Source: an optimization exercise on an open RTL-to-GDS flow (aim: small area and few clock cycles). Production flows keep margins and buffers that such runs may drop. The RTL was checked by simulation tests, not by an equivalence proof against the original design.

==> flow/design.v, too long to show whole: its modules and the start of the top module <==
// module gspg_front: 65 lines
// module gspg_amp: 102 lines
// module gspg_back: 80 lines
// module gspg_mul: 563 lines
// module gspg_inc: 65 lines
// module gspg_rom: 139 lines
// module gspg_fa: 10 lines
// module gspg_xnor2: 7 lines
// module gspg_or2: 7 lines
// module gspg_pp3n: 11 lines
// module gspg_pp2n: 9 lines
// module galvo_shape_point_generator: 76 lines
module galvo_shape_point_generator #(
    parameter int POINTS_PER_SHAPE = gspg_pkg::GSPG_POINTS_DEFAULT
) (
    input  logic        i_clk,
    input  logic        i_rst_n,
    input  logic        s_axis_tvalid,
    output logic        s_axis_tready,
    input  logic [7:0]  s_axis_tdata,   
    output logic        m_axis_tvalid,
    input  logic        m_axis_tready,
    output logic [47:0] m_axis_tdata,   
    input  logic        psel,
    input  logic        penable,
    input  logic        pwrite,
    input  logic [2:0]  paddr,
    input  logic [31:0] pwdata,
    output logic [31:0] prdata,
    output logic        pready
);
  // ...
==> flow/run.sh <==
#!/bin/bash
# synth_recipe.tcl (not shown) runs the flow's synth.tcl, then flattens the netlist and writes it again
# the make line also repeats each setting of config.mk as NAME=value (left out here)
make -C /OpenROAD-flow-scripts/flow DESIGN_CONFIG=/design/flow/config.mk WORK_HOME=/design/flow/orfs CLKGATE_MAP_FILE= SYNTH_SCRIPT=/design/flow/synth_recipe.tcl finish
==> flow/config.mk <==
export PLATFORM = sky130hd
export DESIGN_NAME = galvo_shape_point_generator
export DESIGN_NICKNAME = galvo_shape_point_generator
export VERILOG_FILES = /design/flow/design.v
export SDC_FILE = /design/flow/constraint.sdc
export NUM_CORES = 4
export LEC_CHECK = 0
export CAP_MARGIN = 20
export CORE_MARGIN = 2
export CORE_UTILIZATION = 40
export PLACE_DENSITY = 0.45
export SLEW_MARGIN = 20
export SYNTH_HIERARCHICAL = 1
==> flow/constraint.sdc <==
create_clock -name core_clock -period 11.5 [get_ports {i_clk}]
set_input_delay 2.3000 -clock core_clock [delete_from_list [all_inputs] [get_ports {i_clk}]]
set_output_delay 2.3000 -clock core_clock [all_outputs]
set_load 0.01 [all_outputs]
==> flow_summary.toml, run 1 <==
[status]
status = "no timing/DRC/antenna violations"

[grt]
grt_max_degree = 82
globalRouteMet3Util_pct = 3.58
grt_pass1_vias = 21665
gr-usage-met1_pct = 40.9

[worst_setup_path]
worstSetupEndpointType = "output port"
cp-endpoint = "m_axis_tdata[13]"

[final_layout]
clk_share_pct = 2.33
buf_share_pct = 6.94
largest_reg_flops = 17
final_cell_mix = "nand2_1 (210), fa_1 (204), a222oi_1 (196)"
final_util_pct = 45.3
final.signal_buffer_count = 203
multi_input_gates = 2178
nClkBuffers = 20
largest_class = "multi-input combinational cells"

[synthesis]
synthSimpleGateAreaFrac_pct = 18.1
ys_dominant_reg_cell = "dfxtp_1"
synthTopCellsByCount = "nand2_1 (211), fa_1 (206), a222oi_1 (196), inv_1 (170), nor2_1 (158)"
yosysMostFrequentCell = "nand2_1"
synth-seq-cells = 116

[cts]
cts_buffers = 17
cts_tree = "built"
clkLatencyLatePin_ns = 0.46
post_cts_resized = 3

[route]
drtAntennaViolNets = 0
vias = 22261
drc = 0
drt_pass1_iterations = 13

[placement]
portBuffers = 68
gp_congestion = 0.945
dp_hpwl_um = 64600

[timing]
setup_tns_ns = 0
hold_viol_final = 0
slew_viol_final = 0
post-route-period-util_pct = 96.6
max_freq_mhz = 90.0

[floorplan]
num_rows = 86
die_w_um = 239
Testbench counts, summed over its fixed seeds: cycles 24,078.
==> module gspg_mul, before the edit <==
module gspg_mul (
    input  logic [14:0] i_amp,
    input  logic [16:0] i_amp3,
    input  logic [14:0] i_m,
    output logic [14:0] o_h,
    output logic        o_c
);
    logic [29:0] p;
    logic n1, n2, n3, n4, n5, n6, n7, n8, n9;
    logic n10, n11, n12, n13, n14, n15, n16, n17, n18, n19;
    logic n20, n21, n22, n23, n24, n25, n26, n27, n28, n29;
    logic n30, n31, n32, n33, n34, n35, n36, n37, n38, n39;
    logic n40, n41, n42, n43, n44, n45, n46, n47, n48, n49;
    logic n50, n51, n52, n53, n54, n55, n56, n57, n58, n59;
    logic n60, n61, n62, n63, n64, n65, n66, n67, n68, n69;
    logic n70, n71, n72, n73, n74, n75, n76, n77, n78, n79;
    logic n80, n81, n82, n83, n84, n85, n86, n87, n88, n89;
    logic n90, n91, n92, n93, n94, n95, n96, n97, n98, n99;
    logic n100, n101, n102, n103, n104, n105, n106, n107, n108, n109;
    logic n110, n111, n112, n113, n114, n115, n116, n117, n118, n119;
    logic n120, n121, n122, n123, n124, n125, n126, n127, n128, n129;
    logic n130, n131, n132, n133, n134, n135, n136, n137, n138, n139;
    logic n140, n141, n142, n143, n144, n145, n146, n147, n148, n149;
    logic n150, n151, n152, n153, n154, n155, n156, n157, n158, n159;
    logic n160, n161, n162, n163, n164, n165, n166, n167, n168, n169;
    logic n170, n171, n172, n173, n174, n175, n176, n177, n178, n179;
    logic n180, n181, n182, n183, n184, n185, n186, n187, n188, n189;
    logic n190, n191, n192, n193, n194, n195, n196, n197, n198, n199;
    logic n200, n201, n202, n203, n204, n205, n206, n207, n208, n209;
    logic n210, n211, n212, n213, n214, n215, n216, n217, n218, n219;
    logic n220, n221, n222, n223, n224, n225, n226, n227, n228, n229;
    logic n230, n231, n232, n233, n234, n235, n236, n237, n238, n239;
    logic n240, n241, n242, n243, n244, n245, n246, n247, n248, n249;
    logic n250, n251, n252, n253, n254, n255, n256, n257, n258, n259;
    logic n260, n261, n262, n263, n264, n265, n266, n267, n268, n269;
    logic n270, n271, n272, n273, n274, n275, n276, n277, n278, n279;
    logic n280, n281, n282, n283, n284, n285, n286, n287, n288, n289;
    logic n290, n291, n292, n293, n294, n295, n296, n297, n298, n299;
    logic n300, n301, n302, n303, n304, n305, n306, n307, n308, n309;
    logic n310, n311, n312, n313, n314, n315, n316, n317, n318, n319;
    logic n320, n321, n322, n323, n324, n325, n326, n327, n328, n329;
    logic n330, n331, n332, n333, n334, n335, n336, n337, n338, n339;
    logic n340, n341, n342, n343, n344, n345, n346, n347, n348, n349;
    logic n350, n351, n352, n353, n354, n355, n356, n357, n358, n359;
    logic n360, n361, n362, n363, n364, n365, n366, n367, n368, n369;
    logic n370, n371, n372, n373, n374, n375, n376, n377, n378, n379;
    logic n380, n381, n382, n383, n384, n385, n386, n387, n388, n389;
    logic n390, n391, n392, n393, n394, n395, n396, n397, n398, n399;
    logic n400, n401, n402, n403, n404, n405, n406, n407, n408, n409;
    logic n410, n411, n412, n413, n414, n415, n416, n417, n418, n419;
    logic n420, n421, n422, n423, n424, n425, n426, n427, n428, n429;
    logic n430, n431, n432, n433, n434, n435, n436, n437, n438, n439;
    logic n440, n441, n442, n443, n444, n445, n446, n447, n448, n449;
    logic n450, n451, n452, n453, n454, n455, n456, n457, n458, n459;
    logic n460, n461, n462, n463, n464, n465, n466, n467, n468, n469;
    logic n470, n471, n472, n473, n474, n475, n476, n477, n478, n479;
    logic n480, n481, n482, n483, n484, n485, n486, n487, n488, n489;
    logic n490, n491, n492, n493, n494, n495, n496, n497, n498, n499;
    logic n500, n501, n502, n503, n504, n505, n506, n507, n508, n509;
    logic n510, n511, n512, n513, n514, n515, n516, n517, n518, n519;
    logic n520, n521, n522, n523, n524, n525, n526, n527, n528, n529;
    logic n530, n531, n532, n533, n534, n535, n536, n537, n538, n539;
    logic n540, n541, n542, n543, n544;
    assign n1 = i_m[0] & ~i_m[1];
    assign n2 = ~i_m[0] & i_m[1];
    assign n3 = i_m[0] & i_m[1];
    gspg_pp2n u_n4 (.i_s1(n1), .i_a(i_amp[0]), .i_s2(n3), .i_b(i_amp3[0]), .o_p_n(n4));
    gspg_pp3n u_n5 (.i_s1(n1), .i_a(i_amp[1]), .i_s2(n2), .i_b(i_amp[0]), .i_s3(n3), .i_c(i_amp3[1]), .o_p_n(n5));
    gspg_pp3n u_n6 (.i_s1(n1), .i_a(i_amp[2]), .i_s2(n2), .i_b(i_amp[1]), .i_s3(n3), .i_c(i_amp3[2]), .o_p_n(n6));
    gspg_pp3n u_n7 (.i_s1(n1), .i_a(i_amp[3]), .i_s2(n2), .i_b(i_amp[2]), .i_s3(n3), .i_c(i_amp3[3]), .o_p_n(n7));
    gspg_pp3n u_n8 (.i_s1(n1), .i_a(i_amp[4]), .i_s2(n2), .i_b(i_amp[3]), .i_s3(n3), .i_c(i_amp3[4]), .o_p_n(n8));
    gspg_pp3n u_n9 (.i_s1(n1), .i_a(i_amp[5]), .i_s2(n2), .i_b(i_amp[4]), .i_s3(n3), .i_c(i_amp3[5]), .o_p_n(n9));
    gspg_pp3n u_n10 (.i_s1(n1), .i_a(i_amp[6]), .i_s2(n2), .i_b(i_amp[5]), .i_s3(n3), .i_c(i_amp3[6]), .o_p_n(n10));
    gspg_pp3n u_n11 (.i_s1(n1), .i_a(i_amp[7]), .i_s2(n2), .i_b(i_amp[6]), .i_s3(n3), .i_c(i_amp3[7]), .o_p_n(n11));
    gspg_pp3n u_n12 (.i_s1(n1), .i_a(i_amp[8]), .i_s2(n2), .i_b(i_amp[7]), .i_s3(n3), .i_c(i_amp3[8]), .o_p_n(n12));
    gspg_pp3n u_n13 (.i_s1(n1), .i_a(i_amp[9]), .i_s2(n2), .i_b(i_amp[8]), .i_s3(n3), .i_c(i_amp3[9]), .o_p_n(n13));
    gspg_pp3n u_n14 (.i_s1(n1), .i_a(i_amp[10]), .i_s2(n2), .i_b(i_amp[9]), .i_s3(n3), .i_c(i_amp3[10]), .o_p_n(n14));
    gspg_pp3n u_n15 (.i_s1(n1), .i_a(i_amp[11]), .i_s2(n2), .i_b(i_amp[10]), .i_s3(n3), .i_c(i_amp3[11]), .o_p_n(n15));
    gspg_pp3n u_n16 (.i_s1(n1), .i_a(i_amp[12]), .i_s2(n2), .i_b(i_amp[11]), .i_s3(n3), .i_c(i_amp3[12]), .o_p_n(n16));
    gspg_pp3n u_n17 (.i_s1(n1), .i_a(i_amp[13]), .i_s2(n2), .i_b(i_amp[12]), .i_s3(n3), .i_c(i_amp3[13]), .o_p_n(n17));
    gspg_pp3n u_n18 (.i_s1(n1), .i_a(i_amp[14]), .i_s2(n2), .i_b(i_amp[13]), .i_s3(n3), .i_c(i_amp3[14]), .o_p_n(n18));
    gspg_pp2n u_n19 (.i_s1(n2), .i_a(i_amp[14]), .i_s2(n3), .i_b(i_amp3[15]), .o_p_n(n19));
    assign n20 = ~(n3 & i_amp3[16]);
    assign n21 = i_m[2] & ~i_m[3];
    assign n22 = ~i_m[2] & i_m[3];
    assign n23 = i_m[2] & i_m[3];
    gspg_pp2n u_n24 (.i_s1(n21), .i_a(i_amp[0]), .i_s2(n23), .i_b(i_amp3[0]), .o_p_n(n24));
    gspg_pp3n u_n25 (.i_s1(n21), .i_a(i_amp[1]), .i_s2(n22), .i_b(i_amp[0]), .i_s3(n23), .i_c(i_amp3[1]), .o_p_n(n25));
    gspg_pp3n u_n26 (.i_s1(n21), .i_a(i_amp[2]), .i_s2(n22), .i_b(i_amp[1]), .i_s3(n23), .i_c(i_amp3[2]), .o_p_n(n26));
    gspg_pp3n u_n27 (.i_s1(n21), .i_a(i_amp[3]), .i_s2(n22), .i_b(i_amp[2]), .i_s3(n23), .i_c(i_amp3[3]), .o_p_n(n27));
    gspg_pp3n u_n28 (.i_s1(n21), .i_a(i_amp[4]), .i_s2(n22), .i_b(i_amp[3]), .i_s3(n23), .i_c(i_amp3[4]), .o_p_n(n28));
    gspg_pp3n u_n29 (.i_s1(n21), .i_a(i_amp[5]), .i_s2(n22), .i_b(i_amp[4]), .i_s3(n23), .i_c(i_amp3[5]), .o_p_n(n29));
    gspg_pp3n u_n30 (.i_s1(n21), .i_a(i_amp[6]), .i_s2(n22), .i_b(i_amp[5]), .i_s3(n23), .i_c(i_amp3[6]), .o_p_n(n30));
    gspg_pp3n u_n31 (.i_s1(n21), .i_a(i_amp[7]), .i_s2(n22), .i_b(i_amp[6]), .i_s3(n23), .i_c(i_amp3[7]), .o_p_n(n31));
    gspg_pp3n u_n32 (.i_s1(n21), .i_a(i_amp[8]), .i_s2(n22), .i_b(i_amp[7]), .i_s3(n23), .i_c(i_amp3[8]), .o_p_n(n32));
    gspg_pp3n u_n33 (.i_s1(n21), .i_a(i_amp[9]), .i_s2(n22), .i_b(i_amp[8]), .i_s3(n23), .i_c(i_amp3[9]), .o_p_n(n33));
    gspg_pp3n u_n34 (.i_s1(n21), .i_a(i_amp[10]), .i_s2(n22), .i_b(i_amp[9]), .i_s3(n23), .i_c(i_amp3[10]), .o_p_n(n34));
    gspg_pp3n u_n35 (.i_s1(n21), .i_a(i_amp[11]), .i_s2(n22), .i_b(i_amp[10]), .i_s3(n23), .i_c(i_amp3[11]), .o_p_n(n35));
    gspg_pp3n u_n36 (.i_s1(n21), .i_a(i_amp[12]), .i_s2(n22), .i_b(i_amp[11]), .i_s3(n23), .i_c(i_amp3[12]), .o_p_n(n36));
    gspg_pp3n u_n37 (.i_s1(n21), .i_a(i_amp[13]), .i_s2(n22), .i_b(i_amp[12]), .i_s3(n23), .i_c(i_amp3[13]), .o_p_n(n37));
    gspg_pp3n u_n38 (.i_s1(n21), .i_a(i_amp[14]), .i_s2(n22), .i_b(i_amp[13]), .i_s3(n23), .i_c(i_amp3[14]), .o_p_n(n38));
    gspg_pp2n u_n39 (.i_s1(n22), .i_a(i_amp[14]), .i_s2(n23), .i_b(i_amp3[15]), .o_p_n(n39));
    assign n40 = ~(n23 & i_amp3[16]);
    assign n41 = i_m[4] & ~i_m[5];
    assign n42 = ~i_m[4] & i_m[5];
    assign n43 = i_m[4] & i_m[5];
    gspg_pp2n u_n44 (.i_s1(n41), .i_a(i_amp[0]), .i_s2(n43), .i_b(i_amp3[0]), .o_p_n(n44));
    gspg_pp3n u_n45 (.i_s1(n41), .i_a(i_amp[1]), .i_s2(n42), .i_b(i_amp[0]), .i_s3(n43), .i_c(i_amp3[1]), .o_p_n(n45));
    gspg_pp3n u_n46 (.i_s1(n41), .i_a(i_amp[2]), .i_s2(n42), .i_b(i_amp[1]), .i_s3(n43), .i_c(i_amp3[2]), .o_p_n(n46));
    gspg_pp3n u_n47 (.i_s1(n41), .i_a(i_amp[3]), .i_s2(n42), .i_b(i_amp[2]), .i_s3(n43), .i_c(i_amp3[3]), .o_p_n(n47));
    gspg_pp3n u_n48 (.i_s1(n41), .i_a(i_amp[4]), .i_s2(n42), .i_b(i_amp[3]), .i_s3(n43), .i_c(i_amp3[4]), .o_p_n(n48));
    gspg_pp3n u_n49 (.i_s1(n41), .i_a(i_amp[5]), .i_s2(n42), .i_b(i_amp[4]), .i_s3(n43), .i_c(i_amp3[5]), .o_p_n(n49));
    gspg_pp3n u_n50 (.i_s1(n41), .i_a(i_amp[6]), .i_s2(n42), .i_b(i_amp[5]), .i_s3(n43), .i_c(i_amp3[6]), .o_p_n(n50));
    gspg_pp3n u_n51 (.i_s1(n41), .i_a(i_amp[7]), .i_s2(n42), .i_b(i_amp[6]), .i_s3(n43), .i_c(i_amp3[7]), .o_p_n(n51));
    gspg_pp3n u_n52 (.i_s1(n41), .i_a(i_amp[8]), .i_s2(n42), .i_b(i_amp[7]), .i_s3(n43), .i_c(i_amp3[8]), .o_p_n(n52));
    gspg_pp3n u_n53 (.i_s1(n41), .i_a(i_amp[9]), .i_s2(n42), .i_b(i_amp[8]), .i_s3(n43), .i_c(i_amp3[9]), .o_p_n(n53));
    gspg_pp3n u_n54 (.i_s1(n41), .i_a(i_amp[10]), .i_s2(n42), .i_b(i_amp[9]), .i_s3(n43), .i_c(i_amp3[10]), .o_p_n(n54));
    gspg_pp3n u_n55 (.i_s1(n41), .i_a(i_amp[11]), .i_s2(n42), .i_b(i_amp[10]), .i_s3(n43), .i_c(i_amp3[11]), .o_p_n(n55));
    gspg_pp3n u_n56 (.i_s1(n41), .i_a(i_amp[12]), .i_s2(n42), .i_b(i_amp[11]), .i_s3(n43), .i_c(i_amp3[12]), .o_p_n(n56));
    gspg_pp3n u_n57 (.i_s1(n41), .i_a(i_amp[13]), .i_s2(n42), .i_b(i_amp[12]), .i_s3(n43), .i_c(i_amp3[13]), .o_p_n(n57));
    gspg_pp3n u_n58 (.i_s1(n41), .i_a(i_amp[14]), .i_s2(n42), .i_b(i_amp[13]), .i_s3(n43), .i_c(i_amp3[14]), .o_p_n(n58));
    gspg_pp2n u_n59 (.i_s1(n42), .i_a(i_amp[14]), .i_s2(n43), .i_b(i_amp3[15]), .o_p_n(n59));
    assign n60 = ~(n43 & i_amp3[16]);
    assign n61 = i_m[6] & ~i_m[7];
    assign n62 = ~i_m[6] & i_m[7];
    assign n63 = i_m[6] & i_m[7];
    gspg_pp2n u_n64 (.i_s1(n61), .i_a(i_amp[0]), .i_s2(n63), .i_b(i_amp3[0]), .o_p_n(n64));
    gspg_pp3n u_n65 (.i_s1(n61), .i_a(i_amp[1]), .i_s2(n62), .i_b(i_amp[0]), .i_s3(n63), .i_c(i_amp3[1]), .o_p_n(n65));
    gspg_pp3n u_n66 (.i_s1(n61), .i_a(i_amp[2]), .i_s2(n62), .i_b(i_amp[1]), .i_s3(n63), .i_c(i_amp3[2]), .o_p_n(n66));
    gspg_pp3n u_n67 (.i_s1(n61), .i_a(i_amp[3]), .i_s2(n62), .i_b(i_amp[2]), .i_s3(n63), .i_c(i_amp3[3]), .o_p_n(n67));
    gspg_pp3n u_n68 (.i_s1(n61), .i_a(i_amp[4]), .i_s2(n62), .i_b(i_amp[3]), .i_s3(n63), .i_c(i_amp3[4]), .o_p_n(n68));
    gspg_pp3n u_n69 (.i_s1(n61), .i_a(i_amp[5]), .i_s2(n62), .i_b(i_amp[4]), .i_s3(n63), .i_c(i_amp3[5]), .o_p_n(n69));
    gspg_pp3n u_n70 (.i_s1(n61), .i_a(i_amp[6]), .i_s2(n62), .i_b(i_amp[5]), .i_s3(n63), .i_c(i_amp3[6]), .o_p_n(n70));
    gspg_pp3n u_n71 (.i_s1(n61), .i_a(i_amp[7]), .i_s2(n62), .i_b(i_amp[6]), .i_s3(n63), .i_c(i_amp3[7]), .o_p_n(n71));
    gspg_pp3n u_n72 (.i_s1(n61), .i_a(i_amp[8]), .i_s2(n62), .i_b(i_amp[7]), .i_s3(n63), .i_c(i_amp3[8]), .o_p_n(n72));
    gspg_pp3n u_n73 (.i_s1(n61), .i_a(i_amp[9]), .i_s2(n62), .i_b(i_amp[8]), .i_s3(n63), .i_c(i_amp3[9]), .o_p_n(n73));
    gspg_pp3n u_n74 (.i_s1(n61), .i_a(i_amp[10]), .i_s2(n62), .i_b(i_amp[9]), .i_s3(n63), .i_c(i_amp3[10]), .o_p_n(n74));
    gspg_pp3n u_n75 (.i_s1(n61), .i_a(i_amp[11]), .i_s2(n62), .i_b(i_amp[10]), .i_s3(n63), .i_c(i_amp3[11]), .o_p_n(n75));
    gspg_pp3n u_n76 (.i_s1(n61), .i_a(i_amp[12]), .i_s2(n62), .i_b(i_amp[11]), .i_s3(n63), .i_c(i_amp3[12]), .o_p_n(n76));
    gspg_pp3n u_n77 (.i_s1(n61), .i_a(i_amp[13]), .i_s2(n62), .i_b(i_amp[12]), .i_s3(n63), .i_c(i_amp3[13]), .o_p_n(n77));
    gspg_pp3n u_n78 (.i_s1(n61), .i_a(i_amp[14]), .i_s2(n62), .i_b(i_amp[13]), .i_s3(n63), .i_c(i_amp3[14]), .o_p_n(n78));
    gspg_pp2n u_n79 (.i_s1(n62), .i_a(i_amp[14]), .i_s2(n63), .i_b(i_amp3[15]), .o_p_n(n79));
    assign n80 = ~(n63 & i_amp3[16]);
    assign n81 = i_m[8] & ~i_m[9];
    assign n82 = ~i_m[8] & i_m[9];
    assign n83 = i_m[8] & i_m[9];
    gspg_pp2n u_n84 (.i_s1(n81), .i_a(i_amp[0]), .i_s2(n83), .i_b(i_amp3[0]), .o_p_n(n84));
    gspg_pp3n u_n85 (.i_s1(n81), .i_a(i_amp[1]), .i_s2(n82), .i_b(i_amp[0]), .i_s3(n83), .i_c(i_amp3[1]), .o_p_n(n85));
    gspg_pp3n u_n86 (.i_s1(n81), .i_a(i_amp[2]), .i_s2(n82), .i_b(i_amp[1]), .i_s3(n83), .i_c(i_amp3[2]), .o_p_n(n86));
    gspg_pp3n u_n87 (.i_s1(n81), .i_a(i_amp[3]), .i_s2(n82), .i_b(i_amp[2]), .i_s3(n83), .i_c(i_amp3[3]), .o_p_n(n87));
    gspg_pp3n u_n88 (.i_s1(n81), .i_a(i_amp[4]), .i_s2(n82), .i_b(i_amp[3]), .i_s3(n83), .i_c(i_amp3[4]), .o_p_n(n88));
    gspg_pp3n u_n89 (.i_s1(n81), .i_a(i_amp[5]), .i_s2(n82), .i_b(i_amp[4]), .i_s3(n83), .i_c(i_amp3[5]), .o_p_n(n89));
    gspg_pp3n u_n90 (.i_s1(n81), .i_a(i_amp[6]), .i_s2(n82), .i_b(i_amp[5]), .i_s3(n83), .i_c(i_amp3[6]), .o_p_n(n90));
    gspg_pp3n u_n91 (.i_s1(n81), .i_a(i_amp[7]), .i_s2(n82), .i_b(i_amp[6]), .i_s3(n83), .i_c(i_amp3[7]), .o_p_n(n91));
    gspg_pp3n u_n92 (.i_s1(n81), .i_a(i_amp[8]), .i_s2(n82), .i_b(i_amp[7]), .i_s3(n83), .i_c(i_amp3[8]), .o_p_n(n92));
    gspg_pp3n u_n93 (.i_s1(n81), .i_a(i_amp[9]), .i_s2(n82), .i_b(i_amp[8]), .i_s3(n83), .i_c(i_amp3[9]), .o_p_n(n93));
    gspg_pp3n u_n94 (.i_s1(n81), .i_a(i_amp[10]), .i_s2(n82), .i_b(i_amp[9]), .i_s3(n83), .i_c(i_amp3[10]), .o_p_n(n94));
    gspg_pp3n u_n95 (.i_s1(n81), .i_a(i_amp[11]), .i_s2(n82), .i_b(i_amp[10]), .i_s3(n83), .i_c(i_amp3[11]), .o_p_n(n95));
    gspg_pp3n u_n96 (.i_s1(n81), .i_a(i_amp[12]), .i_s2(n82), .i_b(i_amp[11]), .i_s3(n83), .i_c(i_amp3[12]), .o_p_n(n96));
    gspg_pp3n u_n97 (.i_s1(n81), .i_a(i_amp[13]), .i_s2(n82), .i_b(i_amp[12]), .i_s3(n83), .i_c(i_amp3[13]), .o_p_n(n97));
    gspg_pp3n u_n98 (.i_s1(n81), .i_a(i_amp[14]), .i_s2(n82), .i_b(i_amp[13]), .i_s3(n83), .i_c(i_amp3[14]), .o_p_n(n98));
    gspg_pp2n u_n99 (.i_s1(n82), .i_a(i_amp[14]), .i_s2(n83), .i_b(i_amp3[15]), .o_p_n(n99));
    assign n100 = ~(n83 & i_amp3[16]);
    assign n101 = i_m[10] & ~i_m[11];
    assign n102 = ~i_m[10] & i_m[11];
    assign n103 = i_m[10] & i_m[11];
    gspg_pp2n u_n104 (.i_s1(n101), .i_a(i_amp[0]), .i_s2(n103), .i_b(i_amp3[0]), .o_p_n(n104));
    gspg_pp3n u_n105 (.i_s1(n101), .i_a(i_amp[1]), .i_s2(n102), .i_b(i_amp[0]), .i_s3(n103), .i_c(i_amp3[1]), .o_p_n(n105));
    gspg_pp3n u_n106 (.i_s1(n101), .i_a(i_amp[2]), .i_s2(n102), .i_b(i_amp[1]), .i_s3(n103), .i_c(i_amp3[2]), .o_p_n(n106));
    gspg_pp3n u_n107 (.i_s1(n101), .i_a(i_amp[3]), .i_s2(n102), .i_b(i_amp[2]), .i_s3(n103), .i_c(i_amp3[3]), .o_p_n(n107));
    gspg_pp3n u_n108 (.i_s1(n101), .i_a(i_amp[4]), .i_s2(n102), .i_b(i_amp[3]), .i_s3(n103), .i_c(i_amp3[4]), .o_p_n(n108));
    gspg_pp3n u_n109 (.i_s1(n101), .i_a(i_amp[5]), .i_s2(n102), .i_b(i_amp[4]), .i_s3(n103), .i_c(i_amp3[5]), .o_p_n(n109));
    gspg_pp3n u_n110 (.i_s1(n101), .i_a(i_amp[6]), .i_s2(n102), .i_b(i_amp[5]), .i_s3(n103), .i_c(i_amp3[6]), .o_p_n(n110));
    gspg_pp3n u_n111 (.i_s1(n101), .i_a(i_amp[7]), .i_s2(n102), .i_b(i_amp[6]), .i_s3(n103), .i_c(i_amp3[7]), .o_p_n(n111));
    gspg_pp3n u_n112 (.i_s1(n101), .i_a(i_amp[8]), .i_s2(n102), .i_b(i_amp[7]), .i_s3(n103), .i_c(i_amp3[8]), .o_p_n(n112));
    gspg_pp3n u_n113 (.i_s1(n101), .i_a(i_amp[9]), .i_s2(n102), .i_b(i_amp[8]), .i_s3(n103), .i_c(i_amp3[9]), .o_p_n(n113));
    gspg_pp3n u_n114 (.i_s1(n101), .i_a(i_amp[10]), .i_s2(n102), .i_b(i_amp[9]), .i_s3(n103), .i_c(i_amp3[10]), .o_p_n(n114));
    gspg_pp3n u_n115 (.i_s1(n101), .i_a(i_amp[11]), .i_s2(n102), .i_b(i_amp[10]), .i_s3(n103), .i_c(i_amp3[11]), .o_p_n(n115));
    gspg_pp3n u_n116 (.i_s1(n101), .i_a(i_amp[12]), .i_s2(n102), .i_b(i_amp[11]), .i_s3(n103), .i_c(i_amp3[12]), .o_p_n(n116));
    gspg_pp3n u_n117 (.i_s1(n101), .i_a(i_amp[13]), .i_s2(n102), .i_b(i_amp[12]), .i_s3(n103), .i_c(i_amp3[13]), .o_p_n(n117));
    gspg_pp3n u_n118 (.i_s1(n101), .i_a(i_amp[14]), .i_s2(n102), .i_b(i_amp[13]), .i_s3(n103), .i_c(i_amp3[14]), .o_p_n(n118));
    gspg_pp2n u_n119 (.i_s1(n102), .i_a(i_amp[14]), .i_s2(n103), .i_b(i_amp3[15]), .o_p_n(n119));
    assign n120 = ~(n103 & i_amp3[16]);
    assign n121 = i_m[12] & ~i_m[13];
    assign n122 = ~i_m[12] & i_m[13];
    assign n123 = i_m[12] & i_m[13];
    gspg_pp2n u_n124 (.i_s1(n121), .i_a(i_amp[0]), .i_s2(n123), .i_b(i_amp3[0]), .o_p_n(n124));
    gspg_pp3n u_n125 (.i_s1(n121), .i_a(i_amp[1]), .i_s2(n122), .i_b(i_amp[0]), .i_s3(n123), .i_c(i_amp3[1]), .o_p_n(n125));
    gspg_pp3n u_n126 (.i_s1(n121), .i_a(i_amp[2]), .i_s2(n122), .i_b(i_amp[1]), .i_s3(n123), .i_c(i_amp3[2]), .o_p_n(n126));
    gspg_pp3n u_n127 (.i_s1(n121), .i_a(i_amp[3]), .i_s2(n122), .i_b(i_amp[2]), .i_s3(n123), .i_c(i_amp3[3]), .o_p_n(n127));
    gspg_pp3n u_n128 (.i_s1(n121), .i_a(i_amp[4]), .i_s2(n122), .i_b(i_amp[3]), .i_s3(n123), .i_c(i_amp3[4]), .o_p_n(n128));
    gspg_pp3n u_n129 (.i_s1(n121), .i_a(i_amp[5]), .i_s2(n122), .i_b(i_amp[4]), .i_s3(n123), .i_c(i_amp3[5]), .o_p_n(n129));
    gspg_pp3n u_n130 (.i_s1(n121), .i_a(i_amp[6]), .i_s2(n122), .i_b(i_amp[5]), .i_s3(n123), .i_c(i_amp3[6]), .o_p_n(n130));
    gspg_pp3n u_n131 (.i_s1(n121), .i_a(i_amp[7]), .i_s2(n122), .i_b(i_amp[6]), .i_s3(n123), .i_c(i_amp3[7]), .o_p_n(n131));
    gspg_pp3n u_n132 (.i_s1(n121), .i_a(i_amp[8]), .i_s2(n122), .i_b(i_amp[7]), .i_s3(n123), .i_c(i_amp3[8]), .o_p_n(n132));
    gspg_pp3n u_n133 (.i_s1(n121), .i_a(i_amp[9]), .i_s2(n122), .i_b(i_amp[8]), .i_s3(n123), .i_c(i_amp3[9]), .o_p_n(n133));
    gspg_pp3n u_n134 (.i_s1(n121), .i_a(i_amp[10]), .i_s2(n122), .i_b(i_amp[9]), .i_s3(n123), .i_c(i_amp3[10]), .o_p_n(n134));
    gspg_pp3n u_n135 (.i_s1(n121), .i_a(i_amp[11]), .i_s2(n122), .i_b(i_amp[10]), .i_s3(n123), .i_c(i_amp3[11]), .o_p_n(n135));
    gspg_pp3n u_n136 (.i_s1(n121), .i_a(i_amp[12]), .i_s2(n122), .i_b(i_amp[11]), .i_s3(n123), .i_c(i_amp3[12]), .o_p_n(n136));
    gspg_pp3n u_n137 (.i_s1(n121), .i_a(i_amp[13]), .i_s2(n122), .i_b(i_amp[12]), .i_s3(n123), .i_c(i_amp3[13]), .o_p_n(n137));
    gspg_pp3n u_n138 (.i_s1(n121), .i_a(i_amp[14]), .i_s2(n122), .i_b(i_amp[13]), .i_s3(n123), .i_c(i_amp3[14]), .o_p_n(n138));
    gspg_pp2n u_n139 (.i_s1(n122), .i_a(i_amp[14]), .i_s2(n123), .i_b(i_amp3[15]), .o_p_n(n139));
    assign n140 = ~(n123 & i_amp3[16]);
    assign n141 = ~(i_m[14] & i_amp[0]);
    assign n142 = ~(i_m[14] & i_amp[1]);
    assign n143 = ~(i_m[14] & i_amp[2]);
    assign n144 = ~(i_m[14] & i_amp[3]);
    assign n145 = ~(i_m[14] & i_amp[4]);
    assign n146 = ~(i_m[14] & i_amp[5]);
    assign n147 = ~(i_m[14] & i_amp[6]);
    assign n148 = ~(i_m[14] & i_amp[7]);
    assign n149 = ~(i_m[14] & i_amp[8]);
    assign n150 = ~(i_m[14] & i_amp[9]);
    assign n151 = ~(i_m[14] & i_amp[10]);
    assign n152 = ~(i_m[14] & i_amp[11]);
    assign n153 = ~(i_m[14] & i_amp[12]);
    assign n154 = ~(i_m[14] & i_amp[13]);
    assign n155 = ~(i_m[14] & i_amp[14]);
    gspg_xnor2 u_n156 (.i_a(n16), .i_b(n34), .o_y(n156));
    gspg_or2 u_n157 (.i_a(n16), .i_b(n34), .o_y(n157));
    gspg_fa u_n158 (.i_a(n17), .i_b(n35), .i_c(n53), .o_s(n158), .o_c(n159));
    gspg_fa u_n160 (.i_a(n18), .i_b(n36), .i_c(n54), .o_s(n160), .o_c(n161));
    gspg_xnor2 u_n162 (.i_a(n72), .i_b(n90), .o_y(n162));
    gspg_or2 u_n163 (.i_a(n72), .i_b(n90), .o_y(n163));
    gspg_fa u_n164 (.i_a(n19), .i_b(n37), .i_c(n55), .o_s(n164), .o_c(n165));
    gspg_fa u_n166 (.i_a(n73), .i_b(n91), .i_c(n109), .o_s(n166), .o_c(n167));
    gspg_fa u_n168 (.i_a(n20), .i_b(n38), .i_c(n56), .o_s(n168), .o_c(n169));
    gspg_fa u_n170 (.i_a(n74), .i_b(n92), .i_c(n110), .o_s(n170), .o_c(n171));
    gspg_fa u_n172 (.i_a(n39), .i_b(n57), .i_c(n75), .o_s(n172), .o_c(n173));
    gspg_xnor2 u_n174 (.i_a(n93), .i_b(n111), .o_y(n174));
    gspg_or2 u_n175 (.i_a(n93), .i_b(n111), .o_y(n175));
    gspg_fa u_n176 (.i_a(n40), .i_b(n58), .i_c(n76), .o_s(n176), .o_c(n177));
    gspg_xnor2 u_n178 (.i_a(n94), .i_b(n112), .o_y(n178));
    gspg_or2 u_n179 (.i_a(n94), .i_b(n112), .o_y(n179));
    gspg_fa u_n180 (.i_a(n59), .i_b(n77), .i_c(n95), .o_s(n180), .o_c(n181));
    gspg_xnor2 u_n182 (.i_a(n60), .i_b(n78), .o_y(n182));
    gspg_or2 u_n183 (.i_a(n60), .i_b(n78), .o_y(n183));
    gspg_xnor2 u_n184 (.i_a(n12), .i_b(n30), .o_y(n184));
    gspg_or2 u_n185 (.i_a(n12), .i_b(n30), .o_y(n185));
    gspg_fa u_n186 (.i_a(n13), .i_b(n31), .i_c(n49), .o_s(n186), .o_c(n187));
    gspg_fa u_n188 (.i_a(n14), .i_b(n32), .i_c(n50), .o_s(n188), .o_c(n189));
    gspg_xnor2 u_n190 (.i_a(n68), .i_b(n86), .o_y(n190));
    gspg_or2 u_n191 (.i_a(n68), .i_b(n86), .o_y(n191));
    gspg_fa u_n192 (.i_a(n15), .i_b(n33), .i_c(n51), .o_s(n192), .o_c(n193));
    gspg_fa u_n194 (.i_a(n69), .i_b(n87), .i_c(n105), .o_s(n194), .o_c(n195));
    gspg_fa u_n196 (.i_a(n156), .i_b(n52), .i_c(n70), .o_s(n196), .o_c(n197));
    gspg_fa u_n198 (.i_a(n88), .i_b(n106), .i_c(n124), .o_s(n198), .o_c(n199));
    gspg_fa u_n200 (.i_a(n157), .i_b(n158), .i_c(n71), .o_s(n200), .o_c(n201));
    gspg_fa u_n202 (.i_a(n89), .i_b(n107), .i_c(n125), .o_s(n202), .o_c(n203));
    gspg_fa u_n204 (.i_a(n159), .i_b(n160), .i_c(n162), .o_s(n204), .o_c(n205));
    gspg_fa u_n206 (.i_a(n108), .i_b(n126), .i_c(n141), .o_s(n206), .o_c(n207));
    gspg_fa u_n208 (.i_a(n161), .i_b(n163), .i_c(n164), .o_s(n208), .o_c(n209));
    gspg_fa u_n210 (.i_a(n166), .i_b(n127), .i_c(n142), .o_s(n210), .o_c(n211));
    gspg_fa u_n212 (.i_a(n165), .i_b(n167), .i_c(n168), .o_s(n212), .o_c(n213));
    gspg_fa u_n214 (.i_a(n170), .i_b(n128), .i_c(n143), .o_s(n214), .o_c(n215));
    gspg_fa u_n216 (.i_a(n169), .i_b(n171), .i_c(n172), .o_s(n216), .o_c(n217));
    gspg_fa u_n218 (.i_a(n174), .i_b(n129), .i_c(n144), .o_s(n218), .o_c(n219));
    gspg_fa u_n220 (.i_a(n173), .i_b(n175), .i_c(n176), .o_s(n220), .o_c(n221));
    gspg_fa u_n222 (.i_a(n178), .i_b(n130), .i_c(n145), .o_s(n222), .o_c(n223));
    gspg_fa u_n224 (.i_a(n177), .i_b(n179), .i_c(n180), .o_s(n224), .o_c(n225));
    gspg_fa u_n226 (.i_a(n113), .i_b(n131), .i_c(n146), .o_s(n226), .o_c(n227));
    gspg_fa u_n228 (.i_a(n181), .i_b(n182), .i_c(n96), .o_s(n228), .o_c(n229));
    gspg_fa u_n230 (.i_a(n114), .i_b(n132), .i_c(n147), .o_s(n230), .o_c(n231));
    gspg_fa u_n232 (.i_a(n183), .i_b(n79), .i_c(n97), .o_s(n232), .o_c(n233));
    gspg_fa u_n234 (.i_a(n115), .i_b(n133), .i_c(n148), .o_s(n234), .o_c(n235));
    gspg_fa u_n236 (.i_a(n80), .i_b(n98), .i_c(n116), .o_s(n236), .o_c(n237));
    gspg_xnor2 u_n238 (.i_a(n134), .i_b(n149), .o_y(n238));
    gspg_or2 u_n239 (.i_a(n134), .i_b(n149), .o_y(n239));
    gspg_fa u_n240 (.i_a(n99), .i_b(n117), .i_c(n135), .o_s(n240), .o_c(n241));
    gspg_xnor2 u_n242 (.i_a(n100), .i_b(n118), .o_y(n242));
    gspg_or2 u_n243 (.i_a(n100), .i_b(n118), .o_y(n243));
    gspg_xnor2 u_n244 (.i_a(n10), .i_b(n28), .o_y(n244));
    gspg_or2 u_n245 (.i_a(n10), .i_b(n28), .o_y(n245));
    gspg_fa u_n246 (.i_a(n11), .i_b(n29), .i_c(n47), .o_s(n246), .o_c(n247));
    gspg_fa u_n248 (.i_a(n184), .i_b(n48), .i_c(n66), .o_s(n248), .o_c(n249));
    gspg_fa u_n250 (.i_a(n185), .i_b(n186), .i_c(n67), .o_s(n250), .o_c(n251));
    gspg_fa u_n252 (.i_a(n187), .i_b(n188), .i_c(n190), .o_s(n252), .o_c(n253));
    gspg_fa u_n254 (.i_a(n189), .i_b(n191), .i_c(n192), .o_s(n254), .o_c(n255));
    gspg_fa u_n256 (.i_a(n193), .i_b(n195), .i_c(n196), .o_s(n256), .o_c(n257));
    gspg_fa u_n258 (.i_a(n197), .i_b(n199), .i_c(n200), .o_s(n258), .o_c(n259));
    gspg_fa u_n260 (.i_a(n201), .i_b(n203), .i_c(n204), .o_s(n260), .o_c(n261));
    gspg_fa u_n262 (.i_a(n205), .i_b(n207), .i_c(n208), .o_s(n262), .o_c(n263));
    gspg_fa u_n264 (.i_a(n209), .i_b(n211), .i_c(n212), .o_s(n264), .o_c(n265));
    gspg_fa u_n266 (.i_a(n213), .i_b(n215), .i_c(n216), .o_s(n266), .o_c(n267));
    gspg_fa u_n268 (.i_a(n217), .i_b(n219), .i_c(n220), .o_s(n268), .o_c(n269));
    gspg_fa u_n270 (.i_a(n221), .i_b(n223), .i_c(n224), .o_s(n270), .o_c(n271));
    gspg_fa u_n272 (.i_a(n225), .i_b(n227), .i_c(n228), .o_s(n272), .o_c(n273));
    gspg_fa u_n274 (.i_a(n229), .i_b(n231), .i_c(n232), .o_s(n274), .o_c(n275));
    gspg_fa u_n276 (.i_a(n233), .i_b(n235), .i_c(n236), .o_s(n276), .o_c(n277));
    gspg_fa u_n278 (.i_a(n237), .i_b(n239), .i_c(n240), .o_s(n278), .o_c(n279));
    gspg_fa u_n280 (.i_a(n241), .i_b(n242), .i_c(n136), .o_s(n280), .o_c(n281));
    gspg_fa u_n282 (.i_a(n243), .i_b(n119), .i_c(n137), .o_s(n282), .o_c(n283));
    gspg_xnor2 u_n284 (.i_a(n120), .i_b(n138), .o_y(n284));
    gspg_or2 u_n285 (.i_a(n120), .i_b(n138), .o_y(n285));
    gspg_xnor2 u_n286 (.i_a(n8), .i_b(n26), .o_y(n286));
    gspg_or2 u_n287 (.i_a(n8), .i_b(n26), .o_y(n287));
    gspg_fa u_n288 (.i_a(n9), .i_b(n27), .i_c(n45), .o_s(n288), .o_c(n289));
    gspg_fa u_n290 (.i_a(n244), .i_b(n46), .i_c(n64), .o_s(n290), .o_c(n291));
    gspg_fa u_n292 (.i_a(n245), .i_b(n246), .i_c(n65), .o_s(n292), .o_c(n293));
    gspg_fa u_n294 (.i_a(n247), .i_b(n248), .i_c(n84), .o_s(n294), .o_c(n295));
    gspg_fa u_n296 (.i_a(n249), .i_b(n250), .i_c(n85), .o_s(n296), .o_c(n297));
    gspg_fa u_n298 (.i_a(n251), .i_b(n252), .i_c(n104), .o_s(n298), .o_c(n299));
    gspg_fa u_n300 (.i_a(n253), .i_b(n254), .i_c(n194), .o_s(n300), .o_c(n301));
    gspg_fa u_n302 (.i_a(n255), .i_b(n256), .i_c(n198), .o_s(n302), .o_c(n303));
    gspg_fa u_n304 (.i_a(n257), .i_b(n258), .i_c(n202), .o_s(n304), .o_c(n305));
    gspg_fa u_n306 (.i_a(n259), .i_b(n260), .i_c(n206), .o_s(n306), .o_c(n307));
    gspg_fa u_n308 (.i_a(n261), .i_b(n262), .i_c(n210), .o_s(n308), .o_c(n309));
    gspg_fa u_n310 (.i_a(n263), .i_b(n264), .i_c(n214), .o_s(n310), .o_c(n311));
    gspg_fa u_n312 (.i_a(n265), .i_b(n266), .i_c(n218), .o_s(n312), .o_c(n313));
    gspg_fa u_n314 (.i_a(n267), .i_b(n268), .i_c(n222), .o_s(n314), .o_c(n315));
    gspg_fa u_n316 (.i_a(n269), .i_b(n270), .i_c(n226), .o_s(n316), .o_c(n317));
    gspg_fa u_n318 (.i_a(n271), .i_b(n272), .i_c(n230), .o_s(n318), .o_c(n319));
    gspg_fa u_n320 (.i_a(n273), .i_b(n274), .i_c(n234), .o_s(n320), .o_c(n321));
    gspg_fa u_n322 (.i_a(n275), .i_b(n276), .i_c(n238), .o_s(n322), .o_c(n323));
    gspg_fa u_n324 (.i_a(n277), .i_b(n278), .i_c(n150), .o_s(n324), .o_c(n325));
    gspg_fa u_n326 (.i_a(n279), .i_b(n280), .i_c(n151), .o_s(n326), .o_c(n327));
    gspg_fa u_n328 (.i_a(n281), .i_b(n282), .i_c(n152), .o_s(n328), .o_c(n329));
    gspg_fa u_n330 (.i_a(n283), .i_b(n284), .i_c(n153), .o_s(n330), .o_c(n331));
    gspg_fa u_n332 (.i_a(n285), .i_b(n139), .i_c(n154), .o_s(n332), .o_c(n333));
    gspg_xnor2 u_n334 (.i_a(n140), .i_b(n155), .o_y(n334));
    gspg_or2 u_n335 (.i_a(n140), .i_b(n155), .o_y(n335));
    assign n336 = ~n4;
    assign n337 = ~n5;
    assign n338 = ~(n6 | n24);
    assign n339 = n6 ^ n24;
    assign n340 = ~(n7 | n25);
    assign n341 = n7 ^ n25;
    assign n342 = ~(n286 | n44);
    assign n343 = n286 ^ n44;
    assign n344 = ~(n287 | n288);
    assign n345 = n287 ^ n288;
    assign n346 = ~(n289 | n290);
    assign n347 = n289 ^ n290;
    assign n348 = ~(n291 | n292);
    assign n349 = n291 ^ n292;
    assign n350 = ~(n293 | n294);
    assign n351 = n293 ^ n294;
    assign n352 = ~(n295 | n296);
    assign n353 = n295 ^ n296;
    assign n354 = ~(n297 | n298);
    assign n355 = n297 ^ n298;
    assign n356 = ~(n299 | n300);
    assign n357 = n299 ^ n300;
    assign n358 = ~(n301 | n302);
    assign n359 = n301 ^ n302;
    assign n360 = ~(n303 | n304);
    assign n361 = n303 ^ n304;
    assign n362 = ~(n305 | n306);
    assign n363 = n305 ^ n306;
    assign n364 = ~(n307 | n308);
    assign n365 = n307 ^ n308;
    assign n366 = ~(n309 | n310);
    assign n367 = n309 ^ n310;
    assign n368 = ~(n311 | n312);
    assign n369 = n311 ^ n312;
    assign n370 = ~(n313 | n314);
    assign n371 = n313 ^ n314;
    assign n372 = ~(n315 | n316);
    assign n373 = n315 ^ n316;
    assign n374 = ~(n317 | n318);
    assign n375 = n317 ^ n318;
    assign n376 = ~(n319 | n320);
    assign n377 = n319 ^ n320;
    assign n378 = ~(n321 | n322);
    assign n379 = n321 ^ n322;
    assign n380 = ~(n323 | n324);
    assign n381 = n323 ^ n324;
    assign n382 = ~(n325 | n326);
    assign n383 = n325 ^ n326;
    assign n384 = ~(n327 | n328);
    assign n385 = n327 ^ n328;
    assign n386 = ~(n329 | n330);
    assign n387 = n329 ^ n330;
    assign n388 = ~(n331 | n332);
    assign n389 = n331 ^ n332;
    assign n390 = ~(n333 | n334);
    assign n391 = n333 ^ n334;
    assign n392 = ~n335;
    assign n393 = n337 & n336;
    assign n394 = n340 | (n341 & n338);
    assign n395 = n341 & n339;
    assign n396 = n344 | (n345 & n342);
    assign n397 = n345 & n343;
    assign n398 = n348 | (n349 & n346);
    assign n399 = n349 & n347;
    assign n400 = n352 | (n353 & n350);
    assign n401 = n353 & n351;
    assign n402 = n356 | (n357 & n354);
    assign n403 = n357 & n355;
    assign n404 = n360 | (n361 & n358);
    assign n405 = n361 & n359;
    assign n406 = n364 | (n365 & n362);
    assign n407 = n365 & n363;
    assign n408 = n368 | (n369 & n366);
    assign n409 = n369 & n367;
    assign n410 = n372 | (n373 & n370);
    assign n411 = n373 & n371;
    assign n412 = n376 | (n377 & n374);
    assign n413 = n377 & n375;
    assign n414 = n380 | (n381 & n378);
    assign n415 = n381 & n379;
    assign n416 = n384 | (n385 & n382);
    assign n417 = n385 & n383;
    assign n418 = n388 | (n389 & n386);
    assign n419 = n389 & n387;
    assign n420 = n392 & n390;
    assign n421 = n392 & n391;
    assign n422 = n395 & n393;
    assign n423 = n398 | (n399 & n396);
    assign n424 = n399 & n397;
    assign n425 = n402 | (n403 & n400);
    assign n426 = n403 & n401;
    assign n427 = n406 | (n407 & n404);
    assign n428 = n407 & n405;
    assign n429 = n410 | (n411 & n408);
    assign n430 = n411 & n409;
    assign n431 = n414 | (n415 & n412);
    assign n432 = n415 & n413;
    assign n433 = n418 | (n419 & n416);
    assign n434 = n419 & n417;
    assign n435 = n423 | (n424 & n394);
    assign n436 = n424 & n422;
    assign n437 = n427 | (n428 & n425);
    assign n438 = n428 & n426;
    assign n439 = n431 | (n432 & n429);
    assign n440 = n432 & n430;
    assign n441 = n437 | (n438 & n435);
    assign n442 = n438 & n436;
    assign n443 = n439 | (n440 & n441);
    assign n444 = n440 & n442;
    assign n445 = n425 | (n426 & n435);
    assign n446 = n426 & n436;
    assign n447 = n429 | (n430 & n441);
    assign n448 = n430 & n442;
    assign n449 = n433 | (n434 & n443);
    assign n450 = n434 & n444;
    assign n451 = n396 | (n397 & n394);
    assign n452 = n397 & n422;
    assign n453 = n400 | (n401 & n435);
    assign n454 = n401 & n436;
    assign n455 = n404 | (n405 & n445);
    assign n456 = n405 & n446;
    assign n457 = n408 | (n409 & n441);
    assign n458 = n409 & n442;
    assign n459 = n412 | (n413 & n447);
    assign n460 = n413 & n448;
    assign n461 = n416 | (n417 & n443);
    assign n462 = n417 & n444;
    assign n463 = n420 | (n421 & n449);
    assign n464 = n421 & n450;
    assign n465 = n339 & n393;
    assign n466 = n342 | (n343 & n394);
    assign n467 = n343 & n422;
    assign n468 = n346 | (n347 & n451);
    assign n469 = n347 & n452;
    assign n470 = n350 | (n351 & n435);
    assign n471 = n351 & n436;
    assign n472 = n354 | (n355 & n453);
    assign n473 = n355 & n454;
    assign n474 = n358 | (n359 & n445);
    assign n475 = n359 & n446;
    assign n476 = n362 | (n363 & n455);
    assign n477 = n363 & n456;
    assign n478 = n366 | (n367 & n441);
    assign n479 = n367 & n442;
    assign n480 = n370 | (n371 & n457);
    assign n481 = n371 & n458;
    assign n482 = n374 | (n375 & n447);
    assign n483 = n375 & n448;
    assign n484 = n378 | (n379 & n459);
    assign n485 = n379 & n460;
    assign n486 = n382 | (n383 & n443);
    assign n487 = n383 & n444;
    assign n488 = n386 | (n387 & n461);
    assign n489 = n387 & n462;
    assign n490 = n390 | (n391 & n449);
    assign n491 = n391 & n450;
    assign p[0] = n336;
    assign p[1] = n337;
    assign p[2] = n339;
    assign p[3] = n341 ^ n338;
    assign p[4] = n343 ^ n394;
    assign p[5] = n345 ^ n466;
    assign p[6] = n347 ^ n451;
    assign p[7] = n349 ^ n468;
    assign p[8] = n351 ^ n435;
    assign p[9] = n353 ^ n470;
    assign p[10] = n355 ^ n453;
    assign p[11] = n357 ^ n472;
    assign p[12] = n359 ^ n445;
    assign p[13] = n361 ^ n474;
    assign p[14] = n363 ^ n455;
    assign p[15] = n365 ^ n476;
    assign p[16] = n367 ^ n441;
    assign p[17] = n369 ^ n478;
    assign p[18] = n371 ^ n457;
    assign p[19] = n373 ^ n480;
    assign p[20] = n375 ^ n447;
    assign p[21] = n377 ^ n482;
    assign p[22] = n379 ^ n459;
    assign p[23] = n381 ^ n484;
    assign p[24] = n383 ^ n443;
    assign p[25] = n385 ^ n486;
    assign p[26] = n387 ^ n461;
    assign p[27] = n389 ^ n488;
    assign p[28] = n391 ^ n449;
    assign p[29] = n392 ^ n490;
    assign n492 = p[0] | p[15];
    assign n493 = p[1] & p[16];
    assign n494 = p[1] | p[16];
    assign n495 = p[2] & p[17];
    assign n496 = p[2] | p[17];
    assign n497 = p[3] & p[18];
    assign n498 = p[3] | p[18];
    assign n499 = p[4] & p[19];
    assign n500 = p[4] | p[19];
    assign n501 = p[5] & p[20];
    assign n502 = p[5] | p[20];
    assign n503 = p[6] & p[21];
    assign n504 = p[6] | p[21];
    assign n505 = p[7] & p[22];
    assign n506 = p[7] | p[22];
    assign n507 = p[8] & p[23];
    assign n508 = p[8] | p[23];
    assign n509 = p[9] & p[24];
    assign n510 = p[9] | p[24];
    assign n511 = p[10] & p[25];
    assign n512 = p[10] | p[25];
    assign n513 = p[11] & p[26];
    assign n514 = p[11] | p[26];
    assign n515 = p[12] & p[27];
    assign n516 = p[12] | p[27];
    assign n517 = p[13] & p[28];
    assign n518 = p[13] | p[28];
    assign n519 = p[14] & p[29];
    assign n520 = p[14] | p[29];
    assign n521 = n493 | (n494 & n492);
    assign n522 = n497 | (n498 & n495);
    assign n523 = n498 & n496;
    assign n524 = n501 | (n502 & n499);
    assign n525 = n502 & n500;
    assign n526 = n505 | (n506 & n503);
    assign n527 = n506 & n504;
    assign n528 = n509 | (n510 & n507);
    assign n529 = n510 & n508;
    assign n530 = n513 | (n514 & n511);
    assign n531 = n514 & n512;
    assign n532 = n517 | (n518 & n515);
    assign n533 = n518 & n516;
    assign n534 = n522 | (n523 & n521);
    assign n535 = n526 | (n527 & n524);
    assign n536 = n527 & n525;
    assign n537 = n530 | (n531 & n528);
    assign n538 = n531 & n529;
    assign n539 = n519 | (n520 & n532);
    assign n540 = n520 & n533;
    assign n541 = n535 | (n536 & n534);
    assign n542 = n539 | (n540 & n537);
    assign n543 = n540 & n538;
    assign n544 = n542 | (n543 & n541);
    assign o_c = n544;
    assign o_h = p[29:15];
endmodule
==> run 2: changes to the inputs <==
--- a/flow/design.v
+++ b/flow/design.v
@@ -578,60 +578,60 @@
     gspg_or2 u_n335 (.i_a(n140), .i_b(n155), .o_y(n335));
     assign n336 = ~n4;
     assign n337 = ~n5;
-    assign n338 = ~(n6 | n24);
-    assign n339 = n6 ^ n24;
-    assign n340 = ~(n7 | n25);
-    assign n341 = n7 ^ n25;
-    assign n342 = ~(n286 | n44);
-    assign n343 = n286 ^ n44;
-    assign n344 = ~(n287 | n288);
-    assign n345 = n287 ^ n288;
-    assign n346 = ~(n289 | n290);
-    assign n347 = n289 ^ n290;
-    assign n348 = ~(n291 | n292);
-    assign n349 = n291 ^ n292;
-    assign n350 = ~(n293 | n294);
-    assign n351 = n293 ^ n294;
-    assign n352 = ~(n295 | n296);
-    assign n353 = n295 ^ n296;
-    assign n354 = ~(n297 | n298);
-    assign n355 = n297 ^ n298;
-    assign n356 = ~(n299 | n300);
-    assign n357 = n299 ^ n300;
-    assign n358 = ~(n301 | n302);
-    assign n359 = n301 ^ n302;
-    assign n360 = ~(n303 | n304);
-    assign n361 = n303 ^ n304;
-    assign n362 = ~(n305 | n306);
-    assign n363 = n305 ^ n306;
-    assign n364 = ~(n307 | n308);
-    assign n365 = n307 ^ n308;
-    assign n366 = ~(n309 | n310);
-    assign n367 = n309 ^ n310;
-    assign n368 = ~(n311 | n312);
-    assign n369 = n311 ^ n312;
-    assign n370 = ~(n313 | n314);
-    assign n371 = n313 ^ n314;
-    assign n372 = ~(n315 | n316);
-    assign n373 = n315 ^ n316;
-    assign n374 = ~(n317 | n318);
-    assign n375 = n317 ^ n318;
-    assign n376 = ~(n319 | n320);
-    assign n377 = n319 ^ n320;
-    assign n378 = ~(n321 | n322);
-    assign n379 = n321 ^ n322;
-    assign n380 = ~(n323 | n324);
-    assign n381 = n323 ^ n324;
-    assign n382 = ~(n325 | n326);
-    assign n383 = n325 ^ n326;
-    assign n384 = ~(n327 | n328);
-    assign n385 = n327 ^ n328;
-    assign n386 = ~(n329 | n330);
-    assign n387 = n329 ^ n330;
-    assign n388 = ~(n331 | n332);
-    assign n389 = n331 ^ n332;
-    assign n390 = ~(n333 | n334);
-    assign n391 = n333 ^ n334;
+    gspg_nor2 u_n338 (.i_a(n6), .i_b(n24), .o_y(n338));
+    gspg_xor2 u_n339 (.i_a(n6), .i_b(n24), .o_y(n339));
+    gspg_nor2 u_n340 (.i_a(n7), .i_b(n25), .o_y(n340));
+    gspg_xor2 u_n341 (.i_a(n7), .i_b(n25), .o_y(n341));
+    gspg_nor2 u_n342 (.i_a(n286), .i_b(n44), .o_y(n342));
+    gspg_xor2 u_n343 (.i_a(n286), .i_b(n44), .o_y(n343));
+    gspg_nor2 u_n344 (.i_a(n287), .i_b(n288), .o_y(n344));
+    gspg_xor2 u_n345 (.i_a(n287), .i_b(n288), .o_y(n345));
+    gspg_nor2 u_n346 (.i_a(n289), .i_b(n290), .o_y(n346));
+    gspg_xor2 u_n347 (.i_a(n289), .i_b(n290), .o_y(n347));
+    gspg_nor2 u_n348 (.i_a(n291), .i_b(n292), .o_y(n348));
+    gspg_xor2 u_n349 (.i_a(n291), .i_b(n292), .o_y(n349));
+    gspg_nor2 u_n350 (.i_a(n293), .i_b(n294), .o_y(n350));
+    gspg_xor2 u_n351 (.i_a(n293), .i_b(n294), .o_y(n351));
+    gspg_nor2 u_n352 (.i_a(n295), .i_b(n296), .o_y(n352));
+    gspg_xor2 u_n353 (.i_a(n295), .i_b(n296), .o_y(n353));
+    gspg_nor2 u_n354 (.i_a(n297), .i_b(n298), .o_y(n354));
+    gspg_xor2 u_n355 (.i_a(n297), .i_b(n298), .o_y(n355));
+    gspg_nor2 u_n356 (.i_a(n299), .i_b(n300), .o_y(n356));
+    gspg_xor2 u_n357 (.i_a(n299), .i_b(n300), .o_y(n357));
+    gspg_nor2 u_n358 (.i_a(n301), .i_b(n302), .o_y(n358));
+    gspg_xor2 u_n359 (.i_a(n301), .i_b(n302), .o_y(n359));
+    gspg_nor2 u_n360 (.i_a(n303), .i_b(n304), .o_y(n360));
+    gspg_xor2 u_n361 (.i_a(n303), .i_b(n304), .o_y(n361));
+    gspg_nor2 u_n362 (.i_a(n305), .i_b(n306), .o_y(n362));
+    gspg_xor2 u_n363 (.i_a(n305), .i_b(n306), .o_y(n363));
+    gspg_nor2 u_n364 (.i_a(n307), .i_b(n308), .o_y(n364));
+    gspg_xor2 u_n365 (.i_a(n307), .i_b(n308), .o_y(n365));
+    gspg_nor2 u_n366 (.i_a(n309), .i_b(n310), .o_y(n366));
+    gspg_xor2 u_n367 (.i_a(n309), .i_b(n310), .o_y(n367));
+    gspg_nor2 u_n368 (.i_a(n311), .i_b(n312), .o_y(n368));
+    gspg_xor2 u_n369 (.i_a(n311), .i_b(n312), .o_y(n369));
+    gspg_nor2 u_n370 (.i_a(n313), .i_b(n314), .o_y(n370));
+    gspg_xor2 u_n371 (.i_a(n313), .i_b(n314), .o_y(n371));
+    gspg_nor2 u_n372 (.i_a(n315), .i_b(n316), .o_y(n372));
+    gspg_xor2 u_n373 (.i_a(n315), .i_b(n316), .o_y(n373));
+    gspg_nor2 u_n374 (.i_a(n317), .i_b(n318), .o_y(n374));
+    gspg_xor2 u_n375 (.i_a(n317), .i_b(n318), .o_y(n375));
+    gspg_nor2 u_n376 (.i_a(n319), .i_b(n320), .o_y(n376));
+    gspg_xor2 u_n377 (.i_a(n319), .i_b(n320), .o_y(n377));
+    gspg_nor2 u_n378 (.i_a(n321), .i_b(n322), .o_y(n378));
+    gspg_xor2 u_n379 (.i_a(n321), .i_b(n322), .o_y(n379));
+    gspg_nor2 u_n380 (.i_a(n323), .i_b(n324), .o_y(n380));
+    gspg_xor2 u_n381 (.i_a(n323), .i_b(n324), .o_y(n381));
+    gspg_nor2 u_n382 (.i_a(n325), .i_b(n326), .o_y(n382));
+    gspg_xor2 u_n383 (.i_a(n325), .i_b(n326), .o_y(n383));
+    gspg_nor2 u_n384 (.i_a(n327), .i_b(n328), .o_y(n384));
+    gspg_xor2 u_n385 (.i_a(n327), .i_b(n328), .o_y(n385));
+    gspg_nor2 u_n386 (.i_a(n329), .i_b(n330), .o_y(n386));
+    gspg_xor2 u_n387 (.i_a(n329), .i_b(n330), .o_y(n387));
+    gspg_nor2 u_n388 (.i_a(n331), .i_b(n332), .o_y(n388));
+    gspg_xor2 u_n389 (.i_a(n331), .i_b(n332), .o_y(n389));
+    gspg_nor2 u_n390 (.i_a(n333), .i_b(n334), .o_y(n390));
+    gspg_xor2 u_n391 (.i_a(n333), .i_b(n334), .o_y(n391));
     assign n392 = ~n335;
     assign n393 = n337 & n336;
     assign n394 = n340 | (n341 & n338);
@@ -1046,6 +1046,20 @@
 );
     assign o_y = i_a | i_b;
 endmodule
+module gspg_nor2 (
+    input  logic i_a,
+    input  logic i_b,
+    output logic o_y
+);
+    assign o_y = ~(i_a | i_b);
+endmodule
+module gspg_xor2 (
+    input  logic i_a,
+    input  logic i_b,
+    output logic o_y
+);
+    assign o_y = i_a ^ i_b;
+endmodule
 module gspg_pp3n (
     input  logic i_s1,
     input  logic i_a,
==> flow/flow/run.sh (new file) <==
#!/bin/bash
# Layout: the standard flow (standard.sh), with two changes made through ORFS settings:
# the port buffers that global placement inserts use the smallest buffer cell, and after
# global routing non-critical gates are downsized (ORFS's power recovery pass, all paths).
set -o pipefail
export BUFFER_PORTS_ARGS="-buffer_cell sky130_fd_sc_hd__buf_1"
export RECOVER_POWER=100
bash standard.sh > standard.log 2>&1
==> flow/standard.sh (new file) <==
#!/bin/bash
# synth_recipe.tcl (not shown) runs the flow's synth.tcl, then flattens the netlist and writes it again
# the make line also repeats each setting of config.mk as NAME=value (left out here)
make -C /OpenROAD-flow-scripts/flow DESIGN_CONFIG=/design/flow/config.mk WORK_HOME=/design/flow/orfs CLKGATE_MAP_FILE= SYNTH_SCRIPT=/design/flow/synth_recipe.tcl "${@:-finish}"
--- a/flow/config.mk
+++ b/flow/config.mk
@@ -8,6 +8,9 @@
 export CAP_MARGIN = 20
 export CORE_MARGIN = 2
 export CORE_UTILIZATION = 40
+export CTS_BUF_LIST = sky130_fd_sc_hd__clkbuf_8
+export CTS_CLUSTER_DIAMETER = 150
+export CTS_CLUSTER_SIZE = 50
 export PLACE_DENSITY = 0.45
 export SLEW_MARGIN = 20
 export SYNTH_HIERARCHICAL = 1
removed: flow/run.sh
==> flow_summary.toml, run 2 <==
[status]
status = "complete, but fails checks"
failed_checks = "max-capacitance violations, max-slew violations"

[cts]
h-tree-depth = 4
cts_sinks = 116
cts_tree = "built"
path_clk_slew_ns = 0.08
cts_buffers = 17
cts_buffer_depth = 2
clkLatencyLatePin_ns = 0.46

[worst_setup_path]
r2r_cells = 21
r2r_end = "u_back.r_m_x[6]$_DFF_P_"
rrSetupSlack_ns = 2.06
crit_path_start_kind = "flip-flop"
cp-endpoint = "m_axis_tdata[13]"
worstSetupEndpointType = "output port"
reg2reg_from = "u_front.r_valid$_SDFFE_PN0N_"

[final_layout]
syn_to_final_growth_pct = 6.99
drive_gt1_share_pct = 9.28
top_regs = "u_amp.r_amp3 (17), u_amp.r_v (16)"
largest_reg_flops = 17
layout_commonest_cell = "nand2_1"
seqCellArea_um2 = 2630
largest_register = "u_amp.r_amp3"
multiInputGateArea_um2 = 18200
final_cell_mix = "nand2_1 (223), nor2_1 (222), a222oi_1 (196)"

[timing]
finClkSkew_ns = 0.0214
relSlewSlack_pct = -111
period_needed_ns = 10.97
worst_pin_slew_ns = 3.13
post-route-period-util_pct = 95.4
max_freq_mhz = 91.1
setup_tns_ns = 0
hold_viol_final = 0
setup_viol_count_final = 0
slew_viol_final = 122

[route]
drt_iter0_markers = 3129
drt_pass1_iterations = 10
wl_per_cell_um = 25.6
drtAntennaViolNets = 0
vias = 22219
drc = 0
wirelength_um = 86000

[synthesis]
synthTopCellsByCount = "nand2_1 (223), nor2_1 (220), a222oi_1 (196), fa_1 (178), o21ai_0 (174)"
ys_top_cells_by_area = "fa_1 (16%), a222oi_1 (9.0%), dfxtp_1 (7.9%)"
ys_dominant_reg_cell = "dfxtp_1"
synth_top_cell_area_share_pct = 16.4
yosys_warnings = 10
yosysMostFrequentCell = "nand2_1"
synth_cell_types = 106
synth-seq-cells = 116
syn-cell-area_um2 = 21800
ys_seq_area_share_pct = 12.0
synth_top_area_cell = "fa_1"

[placement]
portBuffers = 68
gp_congestion = 0.961
dp_hpwl_um = 63300

[floorplan]
die_w_um = 237
die_h_um = 237
dieArea_um2 = 56400
start_util_pct = 40.5
io_pins = 133
num_rows = 85
core_um2 = 53800

[min_path]
hp-class = "reg -> reg"

[grt]
grt_pass1_vias = 21681
globalRouteOverflowTotal = 0
grt_pass1_wl_um = 131000
grt_max_degree = 95

[run]
maxCapViolations = 5
-- run 2: changes by cell type in the layout (fill, tap and decap cells not counted), moves of 25 or more --
cell             delta
inv_1             -103
fa_1               -26
clkdlybuf4s50_1    -66
buf_1              +66
nor2_1             +64
buf_4              -41
o21ai_0            +25
xor2_1             +49
-- run 2: cell families after synthesis --
group	share of synthesized area [%]
flops	12.0
simple gates	19.9
xor+xnor	6.66
fa+ha+maj	21.4
other cells	0.0689
buf+inv	5.10
mux	4.65
compound gates	30.2
-- run 2: worst min path at each step --
stage                                   startpoint                             end  depth (start not counted)
floorplan              u_amp.r_amp[0]$_SDFFE_PN1N_         u_amp.r_amp3[0]$_DFF_P_                          0
global placement    u_front.r_keys[0]$_SDFFE_PN1N_  u_front.r_keys[0]$_SDFFE_PN1N_                          2
detailed placement  u_front.r_keys[0]$_SDFFE_PN1N_  u_front.r_keys[0]$_SDFFE_PN1N_                          2
CTS                 u_front.r_keys[0]$_SDFFE_PN1N_  u_front.r_keys[0]$_SDFFE_PN1N_                          2
global route        u_front.r_keys[0]$_SDFFE_PN1N_  u_front.r_keys[0]$_SDFFE_PN1N_                          2
finish              u_front.r_keys[0]$_SDFFE_PN1N_  u_front.r_keys[0]$_SDFFE_PN1N_                          2
-- run 2: repair_timing --
action,CTS,global route
endpoints found under the setup margin,0,5
buffers inserted,0,0
gates resized for setup,0,5
hold buffers,0,0
-- run 2: through the flow --
step                      worst slack, ns  instance area (um2)  std cells  utilization, %  hold WS [ns]
after floorplan                      1.71                21900       2625               -         0.414
after global placement               1.08                23000       3326            42.8         0.446
after detailed placement            0.958                23000       3326            42.8         0.446
after CTS                           0.452                23400       3358            43.5         0.469
after global routing              0.00691                23300       3359            43.3         0.488
final                               0.527                23300       3360            43.3         0.468
-- run 2: per-layer routing --
| layer | up-vias | part of all wire (%) | global-route usage, % |
|---|---|---|---|
| li1 | 10038 | - | - |
| met5 | - | 0.030 | 0 |
| met1 | 10764 | 44 | 41.1 |
| met2 | 1237 | 45 | 46.3 |
| met3 | 176 | 8.7 | 5.46 |
| met4 | 4 | 3.2 | 10.6 |
-- run 2: worst max-delay path, stage by stage (launching register included) --
cell      delay [ns]
dfxtp_1         0.98
a222oi_1        0.23
fa_1            0.59
fa_1            0.58
fa_1            0.45
fa_1            0.52
xor2_1          0.26
a21oi_1         0.23
o21bai_1        0.08
a221o_1         0.34
a31o_2          0.27
a21oi_1         0.19
o21ai_1         0.08
ha_1            0.19
nor2_1          0.17
xnor2_2         0.18
o221ai_1        0.16
nor4_2          0.26
nor3_1          0.11
o41ai_2         0.39
xnor2_1         0.11
a21oi_1         0.39
nor2b_1         0.26
a22oi_2         0.15
or3_1           0.49
mux2i_1         0.24
xnor2_1         0.15
buf_1           0.17
-- run 2: final cells by class --
| type | count | share of cell area, % |
|---|---|---|
| Timing Repair Buffer | 170 | 4.27 |
| Sequential cell | 116 | 11.3 |
| Inverter | 71 | 1.15 |
| Antenna cell | 1 | 0.0107 |
| Clock buffer | 19 | 1.12 |
| Clock inverter | 13 | 0.451 |
| Multi-Input combinational cell | 2274 | 78.0 |
| Tap cell | 696 | 3.73 |
-- run 2: per-module statistics from Yosys (local to each module, per instance), a selection --
module                       copies in the design  flip-flops and latches  cells
gspg_fa                                       178                       0      1
gspg_rom                                        2                       0    392
gspg_amp                                        1                      70    298
gspg_pp2n                                      28                       0      1
gspg_back                                       1                      32    299
gspg_xnor2                                     26                       0      1
galvo_shape_point_generator                     1                       0     42
gspg_or2                                       26                       0      1
gspg_xor2                                      54                       0      1
gspg_mul                                        2                       0    187
gspg_inc                                        2                       0     74
gspg_pp3n                                     196                       0      1
Testbench counts of run 2, summed over its fixed seeds: cycles 24,078.

[separate check: timing with driven ports]
Ports are ideal in the flow. The routed layouts listed here were re-timed in OpenROAD.
Step 1: set_driving_cell puts a clkbuf_16 on i_clk and a buf_2 on each other input, an assumption about the parent block.
Step 2 times the ports against the registers' clock, not the clock port: input delays grow and output delays shrink by t, the midpoint of the rising clock arrivals with the driver on.
Slacks: ideal ports / drivers / drivers and shift; pairs: ideal ports / drivers.
run	t, ns	setup slack, ns
run 1	0.504	0.389 / 0.334 / 0.838
run 2	0.502	0.527 / 0.473 / 0.121
